From an optimization exercise on the open Yosys and OpenROAD flow, aimed at a short achievable clock period and few clock cycles; shortcuts taken in it are not production practice. Only simulation tests tie the RTL to the original design; equivalence was not proved.

==> job 3533: inputs <==
// muldiv_sequencer
module muldiv_sequencer #(
  parameter int XLEN = 32
) (
  input  logic            clk,
  input  logic            rst,
  input  logic            start,
  input  logic [2:0]      funct3,
  input  logic [XLEN-1:0] rs1_val,
  input  logic [XLEN-1:0] rs2_val,
  input  logic            flush,
  output logic            stall,
  output logic            busy,
  output logic            done,
  output logic [XLEN-1:0] result
);
==> flow/config.mk <==
export PLATFORM = sky130hd
export DESIGN_NAME = muldiv_sequencer
export DESIGN_NICKNAME = muldiv_sequencer
export VERILOG_FILES = /design/flow/design.v
export SDC_FILE = /design/flow/constraint.sdc
export NUM_CORES = 4
export LEC_CHECK = 0
export CAP_MARGIN = 20
export CELL_PAD_IN_SITES_DETAIL_PLACEMENT = 1
export CORE_MARGIN = 2
export CORE_UTILIZATION = 40
export GPL_TIMING_DRIVEN = 1
export SETUP_SLACK_MARGIN = 3.5
export SLEW_MARGIN = 20
export SYNTH_HIERARCHICAL = 1
export TNS_END_PERCENT = 100
==> flow/constraint.sdc <==
create_clock -name core_clock -period 10.0 [get_ports {clk}]
set_input_delay 2.0000 -clock core_clock [delete_from_list [all_inputs] [get_ports {clk}]]
set_output_delay 2.0000 -clock core_clock [all_outputs]
set_load 0.01 [all_outputs]
run.sh (not shown) runs the stock make flow with config.mk's settings and CLKGATE_MAP_FILE= SYNTH_SCRIPT=/design/flow/synth_recipe.tcl, a recipe that flattens the netlist after the stock synthesis.
==> job 1637: changes against job 3533 <==
--- a/flow/config.mk
+++ b/flow/config.mk
@@ -12,3 +12,3 @@
 export GPL_TIMING_DRIVEN = 1
-export SETUP_SLACK_MARGIN = 3.5
+export SETUP_SLACK_MARGIN = 4
 export SLEW_MARGIN = 20
==> job 5684: changes against job 3533 <==
--- a/flow/config.mk
+++ b/flow/config.mk
@@ -11,4 +11,3 @@
 export CORE_UTILIZATION = 40
-export GPL_TIMING_DRIVEN = 1
-export SETUP_SLACK_MARGIN = 3.5
+export SETUP_SLACK_MARGIN = 3
 export SLEW_MARGIN = 20
==> reports/metrics.cfg <==
[sta]
clock_skew_ns = 0.119
relSlewSlack_pct = 10.0
finalCritPeriodShare_pct = 67.6

[power_and_ir_drop]
pg_seq_mw = 6.54
power.share.switching_pct = 58.0

[setup_path]
critPathMaxFanout = 13
r2r_setup_slack_ns = 3.24
crit_end = quo_r[2]

[global_routing]
antenna_found_initial = 162
grt_pass1_wl_um = 1710000

[run_status]
status = complete, no violations

[place]
gp_congestion = 1.11

[routing]
first_pass_iters = 8

That was job 3533.
==> reports/metrics.cfg <==
[global_routing]
grt_pass1_vias = 216000
antenna_found_initial = 235
track_usage_pct = 43.5

[sta]
relSlewSlack_pct = 7.84
finalCritPeriodShare_pct = 72.1
hold-worst-slack_ns = 0.450

[die]
fp.coreArea_um2 = 528000

[setup_path]
critPathMaxFanout = 28
crit_top_cell = buf_4
crit_end = rem_r[26]
r2r_setup_slack_ns = 2.79

[run_status]
status = complete, no violations

[finish]
post-route-util_pct = 43.6

[power_and_ir_drop]
power_density_nw_per_um2 = 267
pg_seq_mw = 6.37

[routing]
drt_iter0_drc = 26700
first_pass_iters = 8

[place]
gp_congestion = 1.15

That was job 5684.
==> reports/metrics.cfg <==
[run_status]
status = complete, no violations

[setup_path]
crit_end = rem_r[31]
r2r_setup_slack_ns = 3.13

[sta]
relSlewSlack_pct = 8.88
clock_skew_ns = 0.0936
finalCritPeriodShare_pct = 68.7

[global_routing]
grt_pass1_wl_um = 1690000
grt_pass1_vias = 225000

[die]
die_w_um = 732

[place]
gp_congestion = 1.13

[power_and_ir_drop]
power.share.switching_pct = 57.5
pg_seq_mw = 6.42

[routing]
routed_wl_um = 1270000

[finish]
largest_reg_flops = 592
register_area_um2 = 24800

[clock_network]
worstSkewPairLatency_ns = 1.00

[min_path]
min_from = cnt_r[0]

That was job 1637.
Testbench counts of job 3533, summed over its fixed seeds: cycles 7,298.
Testbench counts of job 1637, summed over its fixed seeds: cycles 7,298.
Testbench counts of job 5684, summed over its fixed seeds: cycles 7,298.

========
==> inputs of sierra <==
Another version of the RTL of muldiv_sequencer (not shown whole).
clock: 10.0 ns
lec_check: 0
cap_margin: 20
core_margin: 2
core_utilization: 40
setup_slack_margin: 2.5
slew_margin: 20
tns_end_percent: 100
==> delta: changes against sierra <==
CELL_PAD_IN_SITES_DETAIL_PLACEMENT = 1   (was default)
SETUP_SLACK_MARGIN = 3   (was 2.5)
==> summary of the runs <==
sierra never finished: it broke off in detailed routing (5_2_route) on DRT-1231. delta completed without violations. In synthesized cell count, delta and sierra do not differ. In synthesized area, delta and sierra do not differ.
==> figures <==
	delta	sierra
Most frequent cell after synthesis	inv_1	inv_1
Worst-case setup slack after placement	-212 ps	249 ps
Estimated wirelength of the detail-placed design	662 mm	633 mm
Number of buffers created by CTS	115	118
Synthesized flop and latch total	825	825
Resized cells post-CTS	397	158
Placer congestion estimate	1.08	1.08
Number of buffers added on ports	105	105
Distinct cells, synth	113	113
# Post-CTS Setup Buffers	186	69
Status	timing/DRC/antenna clean	stopped before the end
Failing step	-	detailed routing (5_2_route)
Standard cell area after detailed placement	171,000 sq um	171,000 sq um
EDFF count, synth	692	692
Largest net degree at the start of global routing	141	143
DP Cell Count	24,200	24,200
Sequential fraction of the synthesis area	14.7%	14.7%
Testbench counts of sierra, summed over its fixed seeds: cycles 7,298.
Testbench counts of delta, summed over its fixed seeds: cycles 7,298.

-- static timing again, ports no longer ideal --
The results above use ideal ports. As a check the final layouts listed here were re-extracted and re-timed, cells and wires unchanged. Step 1: set_driving_cell puts a clkbuf_16 on clk and a buf_2 on each other input, an assumption about the parent block. Step 2 also shifts input and output timing later by t, the mid clock arrival at the registers, as if the neighbouring blocks saw the same clock. Three values: ideal, step 1, step 2; two values: the first two.
run | shift t [ns] | slack for setup (ns) | cell pins on the clock port's net
job 3533 | 1.073 | 3.244 / 3.105 / 2.397 | 1
job 1637 | 1.089 | 3.125 / 3.125 / 2.480 | 1
job 5684 | 1.034 | 2.790 / 2.790 / 1.932 | 1
delta | 1.025 | 2.603 / 2.603 / 2.023 | 1
After both steps setup and hold are still met in every run listed. The setup slack of job 5684, which loses most, moves by 0.000 ns with the drivers and by -0.858 ns with both steps.
